This design comes from an exercise in tuning for small area, a short achievable clock period and few clock cycles per item on the open sky130 flow, not from production work.
In this exercise RTL edits were held to simulation tests only and were not proved equivalent to the original.
Power figures rest on the tool's default switching activity, not on a simulated workload.

## flow/design.v (module list and top-level ports; edited modules follow where they fit)
// module iir_st0: 461 lines
// module iir_stm: 561 lines
// module iir_stf: 12 lines
// module iir_biquad_tdm: 153 lines
module iir_biquad_tdm (
  input  logic               clk,
  input  logic               reset,
  input  logic               in_valid,
  output logic               in_ready,
  input  logic [1:0]         in_ch,
  input  logic [16:0]        x,
  input  logic               coef_we,
  input  logic [2:0]         coef_sel,
  input  logic [16:0]        coef_data,
  output logic               out_valid,
  output logic [1:0]         out_ch,
  output logic [16:0]        y,
  output logic               ovf
);
  // ...
==> flow/flow/run.sh <==
#!/bin/bash
# Standard ORFS layout with three changes to how it is made:
#  - after the standard synthesis, flow/invopt.py re-chooses the polarity of
#    each full adder (and of some two-level gates) to cancel the inverters
#    synthesis leaves between adders; the logic and registers are unchanged;
#  - the port buffers use a plain buffer cell instead of a delay buffer;
#  - the timing repair aims below the clock period (setup margin).
# Each tool's output goes to a log file of its own in this folder.
set -euo pipefail
cd "$(dirname "$0")/.."
KNOBS=(BUFFER_PORTS_ARGS="-buffer_cell sky130_fd_sc_hd__buf_4" SETUP_SLACK_MARGIN=9.3)
RES="$PWD/orfs/results/sky130hd/iir_biquad_tdm/base"
bash standard.sh "${KNOBS[@]}" "$RES/1_2_yosys.v" > flow_synth.log 2>&1
cp "$RES/1_2_yosys.v" yosys_netlist.v
python3 flow/invopt.py yosys_netlist.v "$RES/1_2_yosys.v" > invopt.log 2>&1
bash standard.sh "${KNOBS[@]}" finish > flow_make.log 2>&1
==> flow/flow/invopt.py <==
#!/usr/bin/env python3
"""Remove inverters around full adders in a flat Yosys netlist.

A full adder is self-dual: FA(~a, ~b, ~c) = (~cout, ~sum).  Choosing for each
adder whether it works on true or complemented signals (and whether each
xor2/xnor2 gate is an xor or an xnor) changes nothing the circuit computes, but
can cancel most inverters that synthesis leaves between adders.  This script
picks those polarities greedily to minimise the number of inverters, then
rewrites the netlist with one inverter per signal that still needs one.
Registers and ports are untouched.

usage: invopt.py IN.v OUT.v
"""
import re, sys
from collections import defaultdict

OUTPINS = {"X", "Y", "Q", "Q_N", "SUM", "COUT", "HI", "LO"}
INV_RE = re.compile(r"sky130_fd_sc_hd__(inv|clkinv)_\d+$")
FA_RE = re.compile(r"sky130_fd_sc_hd__fa_\d+$")
PAIRS = {"xor2": ("xnor2", "X", "Y"), "xnor2": ("xor2", "Y", "X"),
         "nand2": ("and2", "Y", "X"), "and2": ("nand2", "X", "Y"),
         "nor2": ("or2", "Y", "X"), "or2": ("nor2", "X", "Y"),
         "nand3": ("and3", "Y", "X"), "and3": ("nand3", "X", "Y"),
         "nor3": ("or3", "Y", "X"), "or3": ("nor3", "X", "Y"),
         "a21oi": ("a21o", "Y", "X"), "a21o": ("a21oi", "X", "Y"),
         "a22oi": ("a22o", "Y", "X"), "a22o": ("a22oi", "X", "Y"),
         "o21ai": ("o21a", "Y", "X"), "o21a": ("o21ai", "X", "Y"),
         "mux2i": ("mux2", "Y", "X"), "mux2": ("mux2i", "X", "Y")}
XOR_RE = re.compile(r"sky130_fd_sc_hd__(" + "|".join(PAIRS) + r")_(\d+)$")
LIB = "/OpenROAD-flow-scripts/flow/platforms/sky130hd/lib/sky130_fd_sc_hd__tt_025C_1v80.lib"
AREA = {}
for mm in re.finditer(r'cell \("?(sky130_fd_sc_hd__\w+)"?\)\s*\{.*?area\s*:\s*([\d.]+)', open(LIB).read(), re.S):
    AREA[mm.group(1)] = float(mm.group(2))
INV_AREA = 3.7536

def partner(t):
    mm = XOR_RE.match(t)
    o, pin_from, pin_to = PAIRS[mm.group(1)]
    for d in (mm.group(2), "1", "0", "2"):
        cand = f"sky130_fd_sc_hd__{o}_{d}"
        if cand in AREA:
            return cand, pin_from, pin_to
    return None

src = open(sys.argv[1]).read()
m = re.search(r"^module\s+(\S+)\s*\((.*?)\);", src, re.S | re.M)
body_start = m.end()
body_end = src.rindex("endmodule")
head, body, tail = src[:body_start], src[body_start:body_end], src[body_end:]

# split body into statements
cell_re = re.compile(r"^\s*(sky130_fd_sc_hd__\w+)\s+(\S+)\s*\((.*?)\);\s*$", re.S | re.M)
pin_re = re.compile(r"\.(\w+)\(\s*(.*?)\s*\)\s*(?:,|$)", re.S)

cells = []
for cm in cell_re.finditer(body):
    typ, name, conns = cm.group(1), cm.group(2), cm.group(3)
    pins = {}
    for pm in pin_re.finditer(conns):
        pins[pm.group(1)] = pm.group(2).strip()
    cells.append({"type": typ, "name": name, "pins": pins, "span": cm.span()})

other = cell_re.sub("", body)
# nets used in assign statements or as ports are left alone
port_names = set()
for decl in re.finditer(r"^\s*(input|output|inout)\s+(?:\[\d+:\d+\]\s*)?([^;]+);", other, re.M):
    for n in decl.group(2).split(","):
        port_names.add(n.strip())
assign_text = " ".join(re.findall(r"^\s*assign\s+.*?;", other, re.M | re.S))

def base(net):
    n = net.strip()
    if n.startswith("\\"):
        n = n.split()[0]
        return n[1:].split("[")[0] if False else n
    return re.sub(r"\[\d+\]$", "", n)

def protected(net):
    b = base(net)
    if b in port_names:
        return True
    if net in assign_text or (b and b in assign_text.split()):
        return True
    return False

driver = {}
for i, c in enumerate(cells):
    for p, n in c["pins"].items():
        if p in OUTPINS:
            driver[n] = (i, p)

def is_inv(c):
    return INV_RE.match(c["type"]) is not None

# inverters we may remove: input and output nets not protected
removable = set()
for i, c in enumerate(cells):
    if is_inv(c) and not protected(c["pins"]["Y"]) and not protected(c["pins"]["A"]):
        removable.add(i)

def root(net):
    par = 0
    seen = 0
    while net in driver and driver[net][0] in removable and seen < 100:
        net = cells[driver[net][0]]["pins"]["A"]
        par ^= 1
        seen += 1
    return net, par

# consumers: (root, parity, cell index, pin)
cons = defaultdict(list)
for i, c in enumerate(cells):
    if i in removable:
        continue
    for p, n in c["pins"].items():
        if p in OUTPINS or n.startswith("1'b") or n == "":
            continue
        r, par = root(n)
        cons[r].append((par, i, p))
# nets used by assigns / ports consumed through removable inverters: keep parity 0 use
for i in removable:
    pass

flip = defaultdict(int)            # cell index -> 0/1
def rootflip(r):
    d = driver.get(r)
    if d is None:
        return 0
    return flip[d[0]]

def need_inv(r):
    f = rootflip(r)
    for par, i, p in cons[r]:
        fi = flip[i] if FA_RE.match(cells[i]["type"]) else 0
        if par ^ fi ^ f:
            return 1
    return 0

flippable = [i for i, c in enumerate(cells)
             if FA_RE.match(c["type"]) or (XOR_RE.match(c["type"]) and partner(c["type"]))]
def adelta(i):
    c = cells[i]
    if not flip[i] or FA_RE.match(c["type"]):
        return 0.0
    return AREA[partner(c["type"])[0]] - AREA[c["type"]]
# roots touched by a flip of cell i
def touched(i):
    c = cells[i]
    rs = set()
    for p, n in c["pins"].items():
        if p in OUTPINS:
            rs.add(n)
        elif FA_RE.match(c["type"]) and not n.startswith("1'b"):
            rs.add(root(n)[0])
    return rs

touch = {i: touched(i) for i in flippable}
before = sum(need_inv(r) for r in list(cons))
for it in range(20):
    changed = 0
    for i in flippable:
        rs = touch[i]
        old = INV_AREA * sum(need_inv(r) for r in rs) + adelta(i)
        flip[i] ^= 1
        new = INV_AREA * sum(need_inv(r) for r in rs) + adelta(i)
        if new < old:
            changed += 1
        else:
            flip[i] ^= 1
    if not changed:
        break
import random, math
rng = random.Random(1)
def cost_of(i):
    return INV_AREA * sum(need_inv(r) for r in touch[i]) + adelta(i)
cur = INV_AREA * sum(need_inv(r) for r in list(cons)) + sum(adelta(i) for i in flippable)
best = cur
best_flip = dict(flip)
T0, NIT = 2.0, 400000
for it in range(NIT):
    T = T0 * (1 - it / NIT) + 1e-3
    i = flippable[rng.randrange(len(flippable))]
    old = cost_of(i)
    flip[i] ^= 1
    d = cost_of(i) - old
    if d <= 0 or rng.random() < math.exp(-d / T):
        cur += d
        if cur < best - 1e-9:
            best = cur
            best_flip = dict(flip)
    else:
        flip[i] ^= 1
flip.clear()
flip.update(best_flip)
after = sum(need_inv(r) for r in list(cons))
sys.stderr.write(f"inverters: {len(removable)} removable; signals needing one: {before} -> {after}\n")

# rewrite
def esc(n):
    return n + " " if n.startswith("\\") else n

newinv = {}
extra_cells = []
extra_wires = []
def inv_of(r):
    if r not in newinv:
        w = f"_invopt_{len(newinv)}_"
        newinv[r] = w
        extra_wires.append(f"  wire {w};")
        extra_cells.append(f"  sky130_fd_sc_hd__inv_1 {w}cell (\n    .A({esc(r)}),\n    .Y({w})\n  );")
    return newinv[r]

for r, lst in cons.items():
    f = rootflip(r)
    for par, i, p in lst:
        fi = flip[i] if FA_RE.match(cells[i]["type"]) else 0
        cells[i]["pins"][p] = inv_of(r) if (par ^ fi ^ f) else r
for i in flippable:
    if flip[i] and XOR_RE.match(cells[i]["type"]):
        nt, pf, pt = partner(cells[i]["type"])
        cells[i]["type"] = nt
        pins = cells[i]["pins"]
        pins[pt] = pins.pop(pf)

out = []
pos = 0
for i, c in enumerate(cells):
    s, e = c["span"]
    out.append(body[pos:s])
    pos = e
    if i in removable:
        continue
    pins = ",\n".join(f"    .{p}({esc(n)})" for p, n in c["pins"].items())
    out.append(f"  {c['type']} {c['name']} (\n{pins}\n  );")
out.append(body[pos:])
newbody = "".join(out)
newbody = "\n".join(extra_wires) + "\n" + newbody + "\n" + "\n".join(extra_cells) + "\n"
open(sys.argv[2], "w").write(head + newbody + tail)
==> flow/standard.sh <==
#!/bin/bash
# synth_recipe.tcl (not shown) runs the flow's synth.tcl, then flattens the netlist and writes it again
# the make line also repeats each setting of config.mk as NAME=value (left out here)
make -C /OpenROAD-flow-scripts/flow DESIGN_CONFIG=/design/flow/config.mk WORK_HOME=/design/flow/orfs CLKGATE_MAP_FILE= SYNTH_SCRIPT=/design/flow/synth_recipe.tcl "${@:-finish}"
==> flow/config.mk <==
export PLATFORM = sky130hd
export DESIGN_NAME = iir_biquad_tdm
export DESIGN_NICKNAME = iir_biquad_tdm
export VERILOG_FILES = /design/flow/design.v
export SDC_FILE = /design/flow/constraint.sdc
export NUM_CORES = 4
export LEC_CHECK = 0
export CAP_MARGIN = 20
export CORE_MARGIN = 2
export CORE_UTILIZATION = 40
export CTS_CLUSTER_DIAMETER = 80
export CTS_CLUSTER_SIZE = 26
export SLEW_MARGIN = 20
==> flow/constraint.sdc <==
create_clock -name core_clock -period 13.0 [get_ports {clk}]
set_input_delay 2.6000 -clock core_clock [delete_from_list [all_inputs] [get_ports {clk}]]
set_output_delay 2.6000 -clock core_clock [all_outputs]
set_load 0.01 [all_outputs]
==> summary.txt, run 1 <==
M3 GR Usage -> 0.0375
core area -> 0.131 mm²
Max Freq -> 269 MHz
Root Buffer -> clkbuf_16
Mapped Area -> 0.0526 mm²
CTS buffer count -> 45
Hold Fails Final Rpt -> 0
worst setup path start -> y[6]
CP max-delay cell -> dfxtp_4
register area -> 0.0184 mm²
vias in the first global route -> 36.1k
Via-to-Cell Ratio -> 5.50
first-pass GRT wire length -> 219000 µm
Clock Sinks -> 829
share of cells above drive strength 1 -> 0.109
status -> finished clean
Min-Delay Endpoint -> rx1[0][11]
nets -> 5331
Comb pwr share -> 0.521
Worst Slack Setup Final -> 9.28 ns
Area Growth Syn to Fin -> 9.26%
Setup TNS -> 0 ns
ClkCell Share -> 0.0265
# rows -> 133
worst vdd ir -> 103 µV
worst reg2reg setup slack -> 9.32 ns
Synth warnings -> 9
Antenna diodes -> 4
HPWL Detailed -> 102000 µm
H-tree depth -> 2
crit-path cells -> buf_6
dominant kind of cell -> multi-input gates
WS Path Type -> flop to output port
cts repair resizes -> 69
Post-CTS Setup Inserts -> 117
M2 GR Usage -> 0.333
Worst EP required -> 10.40 ns
actual slew at the worst max-slew pin -> 1.16 ns
sequential fraction of total cell area -> 0.319
Testbench counts, summed over its fixed seeds: cycles 4,256, items 4,096.
==> run 2, diff against run 1 <==
--- a/flow/config.mk
+++ b/flow/config.mk
@@ -9,5 +9,5 @@
 export CORE_MARGIN = 2
 export CORE_UTILIZATION = 40
-export CTS_CLUSTER_DIAMETER = 80
-export CTS_CLUSTER_SIZE = 26
+export CTS_CLUSTER_DIAMETER = 90
+export CTS_CLUSTER_SIZE = 30
 export SLEW_MARGIN = 20
==> run 2 against run 1 <==
  * Still clean on timing, DRC and antenna
  * Setup slack improved by 0.0032 ns
  * Worst hold slack gained 0.0031 ns
  * Cell area decreased by 0.57%
  * Utilization fell by 0.25 points
  * Die area unchanged
  * Sequential power about the same
  * Non-clock buffer count shrank 6
  * Maximum frequency is essentially flat
  * First-iteration DRC count shrank 0.70%
  * Count of clock-buffer cells in the layout fell by 10
  * Critical path depth unchanged
  * Cell count fell by 0.36%
  * Critical endpoint is now in_ready
  * Largest cell class unchanged
==> summary.txt, run 2 <==
final setup fails -> 0 (unchanged)
Setup TNS -> 0 ns (unchanged)
DR vias -> 33.7k (was 33.8k)
Root Buffer -> clkbuf_16 (unchanged)
H-tree depth -> 2 (unchanged)
Max Freq -> 269 MHz (about the same)
slowest stage delay, CP -> 0.37 ns (was 0.36 ns)
count of input and output buffers -> 64 (unchanged)
Worst-Skew Late Latency -> 0.64 ns (was 0.65 ns)
share of cells above drive strength 1 -> 0.105 (was 0.109)
CP Capture Type -> output port (unchanged)
leak pwr -> 24.2 nW (was 24.4 nW)
nets -> 5319 (was 5331)
Mapped Area -> 0.0526 mm² (unchanged)
Max Slew Vio Count -> 0 (unchanged)
commonest cells after routing, fill and taps aside -> 765 x xor2_1, 745 x fa_1, 635 x o22ai_1 (was 764 x xor2_1, 745 x fa_1, 635 x o22ai_1)
vias in the first global route -> 36.0k (was 36.1k)
core area -> 0.131 mm² (unchanged)
wirelength, routed -> 140000 µm (about the same)
wire per inst -> 22.9 µm (was 22.8 µm)
Area Growth Syn to Fin -> 8.63% (was 9.26%)
Hold Fails Final Rpt -> 0 (unchanged)
actual slew at the worst max-slew pin -> 1.15 ns (was 1.16 ns)
Critical Path Fanout Max -> 1 (unchanged)
initial antenna violation count -> 2 (was 3)
Clock Sinks -> 829 (unchanged)
Die Wd -> 367 µm (unchanged)
status -> finished clean (unchanged)
final antenna-violating net count -> 0 (unchanged)
HPWL Detailed -> 102000 µm (unchanged)
syn_area_per_cell -> 11.8 µm² (unchanged)
GRT Resource Usage Total -> 0.208 (about the same)
First DRT Iteration DRCs -> 3280 (was 3303)
detailed-route DRC error count -> 0 (unchanged)
Worst Slack Setup Final -> 9.29 ns (was 9.28 ns)
fill cell count -> 12.1k (about the same)
Bufs and invs on worst path -> 1 (unchanged)
CP max-delay cell -> dfxtp_2 (was dfxtp_4)
delay-heaviest family, CP -> flip-flops (unchanged)
io pins -> 65 (unchanged)
WS Path Type -> flop to output port (unchanged)
die area -> 0.135 mm² (unchanged)
starting density of the core -> 0.402 (unchanged)
CP startpoint kind -> flop (unchanged)
clock transition at the registers of the reported paths -> 0.11 ns (was 0.10 ns)
CTS tree -> built (unchanged)
DRT Pass-1 Iters -> 6 (was 5)
CTS buffer count -> 39 (was 45)
Layout Utilization -> 0.437 (was 0.439)
fin crit share -> 0.286 (about the same)
gr ovfl total -> 0 (unchanged)
Worst EP required -> 10.40 ns (about the same)
Max Cap Violations -> 0 (unchanged)
Post-Synthesis Cells -> 4472 (unchanged)
critical path arrival -> 1.11 ns (was 1.12 ns)
# rows -> 133 (unchanged)
Clock Skews -> 0.0490 ns (was 0.0493 ns)
routability cong. -> 0.875 (unchanged)
unrepaired setup endpoints after global routing -> true (unchanged)
Die Span Y -> 367 µm (unchanged)
Via-to-Cell Ratio -> 5.52 (was 5.50)
power per cell area -> 194 mW/mm² (was 195 mW/mm²)
worst vdd ir -> 100 µV (was 103 µV)
maximum clock path buffer count -> 3 (unchanged)
dpl ws -> 8.42 ns (unchanged)
Hold Crit Class -> flop to flop (unchanged)
Worst slew margin -> 0.232 (was 0.224)
largest net degree at the start of global routing -> 69 (unchanged)
first-pass GRT wire length -> 219000 µm (about the same)
commonest non-fill, non-tap cell in the layout -> xor2_1 (unchanged)
Synth warnings -> 9 (unchanged)
Synth Net Count -> 5455 (unchanged)
total power -> 0.0111 W (was 0.0112 W)
min cycle time layout -> 3.71 ns (was 3.72 ns)
crit-path cells -> buf_6 (unchanged)
run 2: changes by cell type in the layout (fill, tap and decap cells not counted), moves of 2 or more:
cell | before | now
clkbuf_16 | 47 | 39
buf_4 | 239 | 233
clkinv_8 | 7 | 3
dfxtp_2 | 46 | 43
diode_2 | 4 | 1
buf_6 | 31 | 33
clkbuf_8 | 3 | 1
dfxtp_4 | 8 | 10
inv_8 | 1 | 3
run 2: final cells by class:
cell class,count,area [µm²],share of cell area
Sequential cell,829,18400,0.321
Timing Repair Buffer,288,2560,0.0448
Antenna cell,1,2.50,0.0000438
Clock inverter,17,239,0.00418
Multi-Input combinational cell,3104,32500,0.568
Clock buffer,49,1020,0.0179
Inverter,74,282,0.00492
Tap cell,1755,2200,0.0384
run 2: worst paths after layout:
kind | start | cells after the start | slack, ns | end
min reg2reg | rx1[1][11] | 0 | 0.32 | rx1[0][11]
max reg2reg | cb1[13] | 8 | 9.38 | p2b[20]
min | rx1[1][11] | 0 | 0.32 | rx1[0][11]
max | rdy_q | 1 | 9.29 | in_ready
run 2: what timing repair did:
action                     CTS  global route
hold buffers                 0             0
buffers inserted           114             3
gates resized for setup     68            45
pin swaps                    0             8
setup endpoints to repair  114            85
run 2: layer usage:
layer,track usage,share of wire,vias up
li1,-,-,14700
met1,0.288,0.43,17200
met2,0.334,0.46,1562
met3,0.0337,0.079,296
met4,0.0655,0.031,0
met5,0,0,-
run 2: stage by stage:
stage	cells	instance area (µm²)	hold slack (ns)
floorplan	4472	52800	0.310
global placement	5933	54500	0.310
global route	6116	57200	0.315
CTS	6113	57000	0.317
detailed placement	5933	54500	0.312
finish	6117	57200	0.320
run 2: where the power goes:
group / switching [W] / internal (W)
Clock: 0.000882 / 0.000603
Combinational: 0.00315 / 0.00269
Sequential: 0.000345 / 0.00339
Total: 0.00438 / 0.00668
run 2: worst reg2reg max path, delay by kind of cell, from the launching register on:
family / cells / cell delay, ns
buf+inv: 1 / 0.30
xor+xnor: 1 / 0.18
fa+ha+maj: 5 / 2.49
flops: 1 / 0.34
compound gates: 1 / 0.16
==> run 3, diff against run 2 <==
--- a/flow/config.mk
+++ b/flow/config.mk
@@ -6,4 +6,5 @@
 export NUM_CORES = 4
 export LEC_CHECK = 0
+export ABC_AREA = 1
 export CAP_MARGIN = 20
 export CORE_MARGIN = 2
==> run 3 against run 2 <==
  * Via count grew 9.2%
  * Still clean
  * Wire length grew 11%
  * Synthesized area grew 2.3%
  * Synthesized cell count grew 8.8%
  * Clock skew grew 0.0030 ns
  * Largest cell class unchanged
  * Cell count grew 9.5%
  * Largest power group unchanged
==> summary.txt, run 3 <==
Setup TNS -> 0 ns (unchanged)
instance count on the critical path -> 1 (unchanged)
count of input and output buffers -> 64 (unchanged)
starting density of the core -> 0.403 (was 0.402)
final antenna-violating net count -> 0 (unchanged)
worst reg2reg setup slack -> 9.34 ns (was 9.38 ns)
Die Wd -> 371 µm (was 367 µm)
Worst Slack Setup Final -> 9.26 ns (was 9.29 ns)
worst setup path start -> rdy_q (unchanged)
clock transition at the registers of the reported paths -> 0.12 ns (was 0.11 ns)
GRT Resource Usage Total -> 0.227 (was 0.208)
CP startpoint kind -> flop (unchanged)
register area -> 0.0184 mm² (about the same)
Hold Slack -> 0.321 ns (was 0.320 ns)
io pins -> 65 (unchanged)
leak pwr -> 23.2 nW (was 24.2 nW)
share of cells above drive strength 1 -> 0.132 (was 0.105)
Post-Synthesis Cells -> 4864 (was 4472)
Worst Setup EP -> in_ready (unchanged)
Max Cap Violations -> 0 (unchanged)
delay-heaviest family, CP -> flip-flops (unchanged)
# rows -> 134 (was 133)
Die Span Y -> 371 µm (was 367 µm)
nets -> 5885 (was 5319)
Mapped Area -> 0.0538 mm² (was 0.0526 mm²)
worst vdd ir -> 102 µV (was 100 µV)
first-pass GRT wire length -> 237000 µm (was 219000 µm)
Root Buffer -> clkbuf_16 (unchanged)
commonest cells after routing, fill and taps aside -> 739 x fa_1, 636 x o22ai_1, 634 x xnor2_1 (was 765 x xor2_1, 745 x fa_1, 635 x o22ai_1)
final setup fails -> 0 (unchanged)
HPWL Detailed -> 115000 µm (was 102000 µm)
CP Capture Type -> output port (unchanged)
reg2reg end -> p4b[19] (was p2b[20])
initial antenna violation count -> 1 (was 2)
DR vias -> 36.9k (was 33.7k)
Via-to-Cell Ratio -> 5.50 (was 5.52)
worst r2r path cells -> 7 (was 8)
Bufs and invs on worst path -> 1 (unchanged)
Clock Skews -> 0.0520 ns (was 0.0490 ns)
core area -> 0.133 mm² (was 0.131 mm²)
detailed-route DRC error count -> 0 (unchanged)
wire per inst -> 23.3 µm (was 22.9 µm)
Synth Net Count -> 5847 (was 5455)
wirelength, routed -> 156000 µm (was 140000 µm)
status -> finished clean (unchanged)
CTS tree -> built (unchanged)
WS Path Type -> flop to output port (unchanged)
Clock Sinks -> 829 (unchanged)
hold path cells -> 0 (unchanged)
total power -> 0.0119 W (was 0.0111 W)
routability cong. -> 0.893 (was 0.875)
CP max-delay cell -> dfxtp_2 (unchanged)
dpl ws -> 8.28 ns (was 8.42 ns)
commonest non-fill, non-tap cell in the layout -> fa_1 (was xor2_1)
critical path arrival -> 1.14 ns (was 1.11 ns)
syn_area_per_cell -> 11.1 µm² (was 11.8 µm²)
Max Slew Vio Count -> 0 (unchanged)
die area -> 0.138 mm² (was 0.135 mm²)
Critical Path Fanout Max -> 1 (unchanged)
power per cell area -> 199 mW/mm² (was 194 mW/mm²)
Worst slew margin -> 0.307 (was 0.232)
area of the multi-input gates -> 0.0332 mm² (was 0.0325 mm²)
DRT Pass-1 Iters -> 6 (unchanged)
CTS buffer count -> 39 (unchanged)
Max Freq -> 267 MHz (was 269 MHz)
fin crit share -> 0.288 (was 0.286)
Layout Utilization -> 0.449 (was 0.437)
Hold Crit Class -> flop to flop (unchanged)
cts hold-fix bufs -> 0 (unchanged)
largest net degree at the start of global routing -> 69 (unchanged)
H-tree depth -> 2 (unchanged)
fill cell count -> 12.4k (was 12.1k)
actual slew at the worst max-slew pin -> 1.04 ns (was 1.15 ns)
Area Growth Syn to Fin -> 11.3% (was 8.63%)
Worst-Skew Late Latency -> 0.65 ns (was 0.64 ns)
Synth warnings -> 9 (unchanged)
min cycle time layout -> 3.74 ns (was 3.71 ns)
gr ovfl total -> 0 (unchanged)
r2r startpoint -> ca2[20] (was cb1[13])
Hold Fails Final Rpt -> 0 (unchanged)
slowest stage delay, CP -> 0.38 ns (was 0.37 ns)
vias in the first global route -> 37.9k (was 36.0k)
maximum clock path buffer count -> 3 (unchanged)
First DRT Iteration DRCs -> 3419 (was 3280)
Worst EP required -> 10.40 ns (about the same)
crit-path cells -> buf_6 (unchanged)
unrepaired setup endpoints after global routing -> true (unchanged)
-- run 3: worst min-delay path by stage --
stage	endpoint	from	slack (ns)
after floorplan	p3b[35]	p2a[35]	0.31
final	ry2[1][8]	ry2[2][8]	0.32
after global routing	rx2[0][8]	rx2[1][8]	0.33
after CTS	ry2[1][8]	ry2[2][8]	0.33
after detailed placement	ry1[0][6]	ry1[1][6]	0.31
after global placement	rx2[1][11]	rx2[2][11]	0.31
-- run 3: timing repair --
item,CTS,global route
resized for setup,109,63
endpoints found under the setup margin,141,100
pin swaps,3,19
endpoints found under the hold margin,0,0
cloned,1,0
setup buffers,238,57
-- run 3: metal layers --
| metal | wire length [µm] | track usage | vias to the layer above |
|---|---|---|---|
| met2 | 71600 | 0.366 | 1820 |
| li1 | - | - | 16100 |
| met1 | 65700 | 0.306 | 18600 |
| met3 | 11200 | 0.0264 | 365 |
| met4 | 7380 | 0.104 | 0 |
| met5 | 0 | 0 | - |
-- run 3: through the flow --
step	area (µm²)	cells
final	59900	6696
after global placement	55400	6332
after floorplan	53900	4864
after global routing	59900	6694
after CTS	59200	6636
after detailed placement	55400	6332
-- run 3: layout make-up --
class,count,area share
flip-flops and latches,829,0.307
multi-input cells,3370,0.554
repair buffers,428,0.0632
inverters,233,0.0171
repair inverters,1,0.000125
clock buffers,47,0.0170
diodes,2,0.0000836
well taps,1768,0.0369
clock inverters,18,0.00451
-- run 3: report_power, final --
group / internal, W / total (W) / switching [W]
combinational: 0.00294 / 0.00664 / 0.00370
clock: 0.000620 / 0.00151 / 0.000886
sequential: 0.00340 / 0.00375 / 0.000355
total: 0.00696 / 0.0119 / 0.00494
==> run 4, diff against run 3 <==
--- a/flow/config.mk
+++ b/flow/config.mk
@@ -6,5 +6,4 @@
 export NUM_CORES = 4
 export LEC_CHECK = 0
-export ABC_AREA = 1
 export CAP_MARGIN = 20
 export CORE_MARGIN = 2
@@ -13,2 +12,3 @@
 export CTS_CLUSTER_SIZE = 30
 export SLEW_MARGIN = 20
+export TNS_END_PERCENT = 0
==> run 4 against run 3 <==
  * Still clean on timing, DRC and antenna
  * Maximum frequency shrank 0.76%
  * Sequential power about the same
  * Combinational power fell by 13%
  * Setup slack worse by 0.029 ns
  * Global-route usage fell by 2.1 points
  * Cell area shrank 4.7%
  * Wire length is 11% lower
  * Synthesized area shrank 2.2%
  * Sequential cell count stayed put
  * Utilization decreased by 1.3 points
  * Clock skew grew 0.0058 ns
  * Die area is 2.2% lower
  * Critical endpoint is now p1b[17]
  * Largest cell class unchanged
==> summary.txt, run 4 <==
maximum clock path buffer count -> 3 (unchanged)
final setup fails -> 0 (unchanged)
wirelength, routed -> 139000 µm (was 156000 µm)
Crit path top cell by count -> fa_1
nets -> 5333 (was 5885)
syn_area_per_cell -> 11.8 µm² (was 11.1 µm²)
unrepaired setup endpoints after global routing -> true (unchanged)
slowest stage delay, CP -> 1.11 ns (was 0.38 ns)
Hold Fails Final Rpt -> 0 (unchanged)
worst reg2reg setup slack -> 9.23 ns (was 9.34 ns)
Clock Sinks -> 829 (unchanged)
Post-Synthesis Cells -> 4472 (was 4864)
CTS buffer count -> 39 (unchanged)
fin crit share -> 0.290 (was 0.288)
Max Cap Violations -> 0 (unchanged)
Clock Skews -> 0.0577 ns (was 0.0520 ns)
io pins -> 65 (unchanged)
fill cell count -> 12.1k (was 12.4k)
Worst-Skew Late Latency -> 0.65 ns (about the same)
Via-to-Cell Ratio -> 5.51 (was 5.50)
die area -> 0.135 mm² (was 0.138 mm²)
min cycle time layout -> 3.77 ns (was 3.74 ns)
gr ovfl total -> 0 (unchanged)
Worst EP required -> 13.48 ns (was 10.40 ns)
starting density of the core -> 0.402 (was 0.403)
Worst slew margin -> 0.221 (was 0.307)
Area Growth Syn to Fin -> 8.41% (was 11.3%)
critical path arrival -> 4.25 ns (was 1.14 ns)
routability cong. -> 0.864 (was 0.893)
Hold Crit Class -> flop to flop (unchanged)
delay-heaviest family, CP -> adder cells (was flip-flops)
core area -> 0.131 mm² (was 0.133 mm²)
Mapped Area -> 0.0526 mm² (was 0.0538 mm²)
post-route cell area -> 0.0571 mm² (was 0.0599 mm²)
Critical Path Fanout Max -> 18 (was 1)
H-tree depth -> 2 (unchanged)
Die Span Y -> 367 µm (was 371 µm)
CP startpoint kind -> flop (unchanged)
largest net degree at the start of global routing -> 69 (unchanged)
leak pwr -> 24.2 nW (was 23.2 nW)
placed insts -> 5933 (was 6332)
area of the multi-input gates -> 0.0324 mm² (was 0.0332 mm²)
wire per inst -> 22.7 µm (was 23.3 µm)
Setup TNS -> 0 ns (unchanged)
Layout Cells excl Fill -> 6133 (was 6696)
First DRT Iteration DRCs -> 2867 (was 3419)
Die Wd -> 367 µm (was 371 µm)
Max Slew Vio Count -> 0 (unchanged)
Layout Utilization -> 0.436 (was 0.449)
Root Buffer -> clkbuf_16 (unchanged)
WS Path Type -> flop to flop (was flop to output port)
worst vdd ir -> 106 µV (was 102 µV)
CP max-delay cell -> dfxtp_1 (was dfxtp_2)
Post-DP Area -> 0.0544 mm² (was 0.0554 mm²)
detailed-route DRC error count -> 0 (unchanged)
actual slew at the worst max-slew pin -> 1.17 ns (was 1.04 ns)
Bufs and invs on worst path -> 0 (was 1)
first-pass GRT wire length -> 217000 µm (was 237000 µm)
power per cell area -> 193 mW/mm² (was 199 mW/mm²)
commonest non-fill, non-tap cell in the layout -> xor2_1 (was fa_1)
crit-path cells -> o22ai_1, xor2_1, fa_1, fa_1, fa_1, fa_1 (was buf_6)
CP Capture Type -> flop (was output port)
commonest cells after routing, fill and taps aside -> 765 x xor2_1, 752 x fa_1, 640 x o22ai_1 (was 739 x fa_1, 636 x o22ai_1, 634 x xnor2_1)
count of input and output buffers -> 64 (unchanged)
share of cells above drive strength 1 -> 0.0992 (was 0.132)
# rows -> 133 (was 134)
HPWL Detailed -> 101000 µm (was 115000 µm)
register area -> 0.0183 mm² (was 0.0184 mm²)
clock transition at the registers of the reported paths -> 0.12 ns (about the same)
final antenna-violating net count -> 0 (unchanged)
Max Freq -> 265 MHz (was 267 MHz)
status -> finished clean (unchanged)
vias in the first global route -> 35.8k (was 37.9k)
DR vias -> 33.8k (was 36.9k)
GRT Resource Usage Total -> 0.206 (was 0.227)
Synth Net Count -> 5455 (was 5847)
CTS tree -> built (unchanged)
Synth warnings -> 9 (unchanged)
DRT Pass-1 Iters -> 7 (was 6)
initial antenna violation count -> 4 (was 1)
[run 4: cell count changes in the layout (fill, tap and decap cells not counted), sizes merged, moves of 17 or more]
cell	before	now
buf	428	302
inv	200	89
o21ai	85	45
clkinvlp	41	5
mux2	0	20
nand2b	1	37
a21oi	89	72
nand3	59	29
xor2	198	765
nor2	223	162
xnor2	639	72
nand2	411	191
[run 4: layout make-up]
type,instances,share of cell area
Sequential cell,829,0.321
Timing Repair Buffer,302,0.0455
Multi-Input combinational cell,3104,0.568
Antenna cell,2,0.0000877
Clock buffer,47,0.0180
Clock inverter,20,0.00406
Tap cell,1755,0.0385
Inverter,74,0.00493
[run 4: stage by stage]
stage	hold slack [ns]	worst slack, ns	total power, W
after floorplan	0.310	9.09	0.00771
after global placement	0.310	8.36	0.00945
after detailed placement	0.312	8.35	0.00962
after CTS	0.312	9.16	0.0111
after global routing	0.308	9.19	0.0121
final	0.301	9.23	0.0110
[run 4: path summary, 6_finish.rpt]
check,start,endpoint,depth (start not counted)
max,rx2[0][8],p1b[17],6
min,rx1[1][9],rx1[0][9],0
max reg2reg,rx2[0][8],p1b[17],6
min reg2reg,rx1[1][9],rx1[0][9],0
[run 4: routing by layer]
metal  part of all wire  vias up  global-route usage
li1                   -    14700                   -
met1               0.44    17300               0.289
met2               0.45     1528               0.327
met3              0.080      303              0.0323
met4              0.030        0              0.0632
met5                  0        -                   0
[run 4: timing repair]
item / 4_1_cts / 5_1_grt
pin swaps: 0 / 1
resized for setup: 22 / 13
buffers inserted: 105 / 25
endpoints found under the setup margin: 141 / 217
hold buffers: 0 / 0
[run 4: where the power goes]
| part | switching (W) | leakage (nW) | internal, W | total, W |
|---|---|---|---|---|
| logic | 0.00313 | 16.7 | 0.00265 | 0.00578 |
| registers | 0.000338 | 6.99 | 0.00338 | 0.00372 |
| clock network | 0.000899 | 0.604 | 0.000609 | 0.00151 |
==> run 5, diff against run 4 <==
--- a/flow/flow/run.sh
+++ b/flow/flow/run.sh
@@ -9,5 +9,5 @@
 set -euo pipefail
 cd "$(dirname "$0")/.."
-KNOBS=(BUFFER_PORTS_ARGS="-buffer_cell sky130_fd_sc_hd__buf_4" SETUP_SLACK_MARGIN=9.3)
+KNOBS=(BUFFER_PORTS_ARGS="-buffer_cell sky130_fd_sc_hd__buf_4" SETUP_SLACK_MARGIN=9.22)
 RES="$PWD/orfs/results/sky130hd/iir_biquad_tdm/base"
 bash standard.sh "${KNOBS[@]}" "$RES/1_2_yosys.v" > flow_synth.log 2>&1
--- a/flow/config.mk
+++ b/flow/config.mk
@@ -12,3 +12,2 @@
 export CTS_CLUSTER_SIZE = 30
 export SLEW_MARGIN = 20
-export TNS_END_PERCENT = 0
==> run 5 against run 4 <==
  * Still clean
  * Cell area barely moved
  * Count of clock-buffer cells in the layout rose by 2
  * Sequential cell count did not move
  * Power rose by 0.21%
  * Maximum frequency rose by 1.1%
  * Sequential share of layout area rose by 0.057 points
  * Clock power fell by 3%
  * Largest cell class unchanged
==> summary.txt, run 5 <==
Mapped Area -> 0.0526 mm² (unchanged)
DR vias -> 33.9k (was 33.8k)
Worst slew margin -> 0.219 (was 0.221)
clock group share of total power -> 0.133 (was 0.137)
gr ovfl total -> 0 (unchanged)
Root Buffer -> clkbuf_16 (unchanged)
Comb pwr share -> 0.529 (was 0.525)
Worst-Skew Late Latency -> 0.64 ns (was 0.65 ns)
crit-path cells -> buf_4 (was o22ai_1, xor2_1, fa_1, fa_1, fa_1, fa_1)
# rows -> 133 (unchanged)
starting density of the core -> 0.402 (unchanged)
Max Cap Violations -> 0 (unchanged)
total power -> 0.0110 W (about the same)
Critical Path Fanout Max -> 1 (was 18)
Die Span Y -> 367 µm (unchanged)
Flop pwr share -> 0.337 (was 0.338)
placed insts -> 5933 (unchanged)
fill cell count -> 12.1k (about the same)
share of cells above drive strength 1 -> 0.0975 (was 0.0992)
CTS tree -> built (unchanged)
min cycle time layout -> 3.73 ns (was 3.77 ns)
final antenna-violating net count -> 0 (unchanged)
nets -> 5317 (was 5333)
DRT Pass-1 Iters -> 7 (unchanged)
Cell Int Power -> 0.00665 W (was 0.00664 W)
Die Wd -> 367 µm (unchanged)
power per cell area -> 193 mW/mm² (about the same)
syn_area_per_cell -> 11.8 µm² (unchanged)
Psw -> 0.00438 W (was 0.00436 W)
final setup fails -> 0 (unchanged)
maximum clock path buffer count -> 3 (unchanged)
Area Growth Syn to Fin -> 8.31% (was 8.41%)
switching part of the total -> 0.397 (was 0.396)
Clock Sinks -> 829 (unchanged)
Max Freq -> 268 MHz (was 265 MHz)
Setup TNS -> 0 ns (unchanged)
initial antenna violation count -> 2 (was 4)
Layout Cells excl Fill -> 6118 (was 6133)
detailed-route DRC error count -> 0 (unchanged)
Via-to-Cell Ratio -> 5.55 (was 5.51)
CP startpoint kind -> flop (unchanged)
leak pwr -> 24.2 nW (about the same)
First DRT Iteration DRCs -> 3191 (was 2867)
WS Path Type -> flop to output port (was flop to flop)
io pins -> 65 (unchanged)
clock transition at the registers of the reported paths -> 0.11 ns (was 0.12 ns)
unrepaired setup endpoints after global routing -> false (was true)
CP Capture Type -> output port (was flop)
critical path arrival -> 1.13 ns (was 4.25 ns)
wirelength, routed -> 141000 µm (was 139000 µm)
Worst EP required -> 10.40 ns (was 13.48 ns)
largest net degree at the start of global routing -> 69 (unchanged)
Synth warnings -> 9 (unchanged)
wire per inst -> 23.1 µm (was 22.7 µm)
CTS buffer count -> 38 (was 39)
routability cong. -> 0.873 (was 0.864)
GRT Resource Usage Total -> 0.208 (was 0.206)
HPWL Detailed -> 102000 µm (was 101000 µm)
Post-Synthesis Cells -> 4472 (unchanged)
Synth Net Count -> 5455 (unchanged)
Bufs and invs on worst path -> 1 (was 0)
commonest cells after routing, fill and taps aside -> 765 x xor2_1, 750 x fa_1, 636 x o22ai_1 (was 765 x xor2_1, 752 x fa_1, 640 x o22ai_1)
delay-heaviest family, CP -> flip-flops (was adder cells)
first-pass GRT wire length -> 219000 µm (was 217000 µm)
CP max-delay cell -> dfxtp_1 (unchanged)
fin crit share -> 0.287 (was 0.290)
count of input and output buffers -> 64 (unchanged)
die area -> 0.135 mm² (unchanged)
Hold Fails Final Rpt -> 0 (unchanged)
status -> finished clean (unchanged)
Clock Skews -> 0.0518 ns (was 0.0577 ns)
core area -> 0.131 mm² (unchanged)
slowest stage delay, CP -> 0.36 ns (was 1.11 ns)
Max Slew Vio Count -> 0 (unchanged)
actual slew at the worst max-slew pin -> 1.17 ns (about the same)
commonest non-fill, non-tap cell in the layout -> xor2_1 (unchanged)
worst vdd ir -> 107 µV (was 106 µV)
Hold Crit Class -> flop to flop (unchanged)
H-tree depth -> 2 (unchanged)
vias in the first global route -> 35.4k (was 35.8k)
[run 5: per-layer routing]
layer	global-route usage	up-vias	share of wire
met5	0	-	0
met4	0.0618	0	0.028
met3	0.0334	271	0.078
met2	0.332	1560	0.45
met1	0.292	17400	0.44
li1	-	14700	-
[run 5: worst paths after layout]
| kind | startpoint | end | slack, ns | depth (start not counted) |
|---|---|---|---|---|
| max | rdy_q | in_ready | 9.27 | 1 |
| min | rx2[1][1] | rx2[0][1] | 0.32 | 0 |
| max reg2reg | rx2[0][9] | p1b[17] | 9.31 | 6 |
| min reg2reg | rx2[1][1] | rx2[0][1] | 0.32 | 0 |
[run 5: metrics by stage]
step	hold slack [ns]	util	setup WS, ns	area, µm²
floorplan	0.310	-	9.09	52800
global placement	0.310	0.416	8.46	54500
detailed placement	0.312	0.416	8.43	54500
CTS	0.331	0.434	9.22	56800
global route	0.334	0.435	9.18	57000
finish	0.324	0.435	9.27	57000
[run 5: what timing repair did]
| item | CTS | global route |
|---|---|---|
| buffers inserted | 106 | 9 |
| resized for setup | 33 | 21 |
| hold buffers | 0 | 0 |
| pin swaps | 0 | 2 |
| endpoints found under the setup margin | 75 | 71 |
[run 5: cell type report]
| cell class | instances | area (µm²) | area share |
|---|---|---|---|
| diodes | 4 | 10.0 | 0.000176 |
| clock buffers | 49 | 1010 | 0.0178 |
| clock inverters | 16 | 204 | 0.00358 |
| inverters | 74 | 282 | 0.00494 |
| multi-input cells | 3104 | 32500 | 0.570 |
| flip-flops and latches | 829 | 18300 | 0.322 |
| well taps | 1755 | 2200 | 0.0385 |
| repair buffers | 287 | 2490 | 0.0437 |
[run 5: power groups by stage]
stage                     sequential (W)  combinational, W  clock, W
final                            0.00372           0.00584   0.00147
after global routing             0.00379           0.00674   0.00160
after CTS                        0.00374           0.00590   0.00151
after detailed placement         0.00382           0.00585         0
after global placement           0.00381           0.00564         0
after floorplan                  0.00368           0.00403         0

==> what the ideal ports hide <==
How much do the figures lean on ideal ports? The routed layouts below were timed once more, with nothing changed but the port constraints. Step 1 sets driving cells, clkbuf_16 on the clock port and buf_2 on the other inputs (assumed; they add their load-dependent delay and slew). Step 2 adds t to the input delays and takes it off the output delays; t is the mean of the earliest and latest rising clock arrival at the registers after step 1. Input paths then give back, and output paths get back, about the clock's delay inside the block. Slacks: ideal / step 1 / step 2; pairs: ideal / step 1.
run | t (ns) | setup WS [ns] | slew at the worst register clock pin (ns)
run 1 | 0.695 | 9.285 / 9.220 / 8.714 | 0.11 / 0.11
run 2 | 0.681 | 9.288 / 9.218 / 8.723 | 0.12 / 0.12
run 3 | 0.699 | 9.257 / 9.184 / 8.775 | 0.12 / 0.12
run 4 | 0.696 | 9.229 / 9.165 / 8.701 | 0.12 / 0.12
run 5 | 0.687 | 9.269 / 9.197 / 8.726 | 0.12 / 0.12
After both steps every run listed still meets setup and hold. For run 1, which loses most, drivers alone change the setup slack by -0.065 ns; drivers and shift together by -0.571 ns.
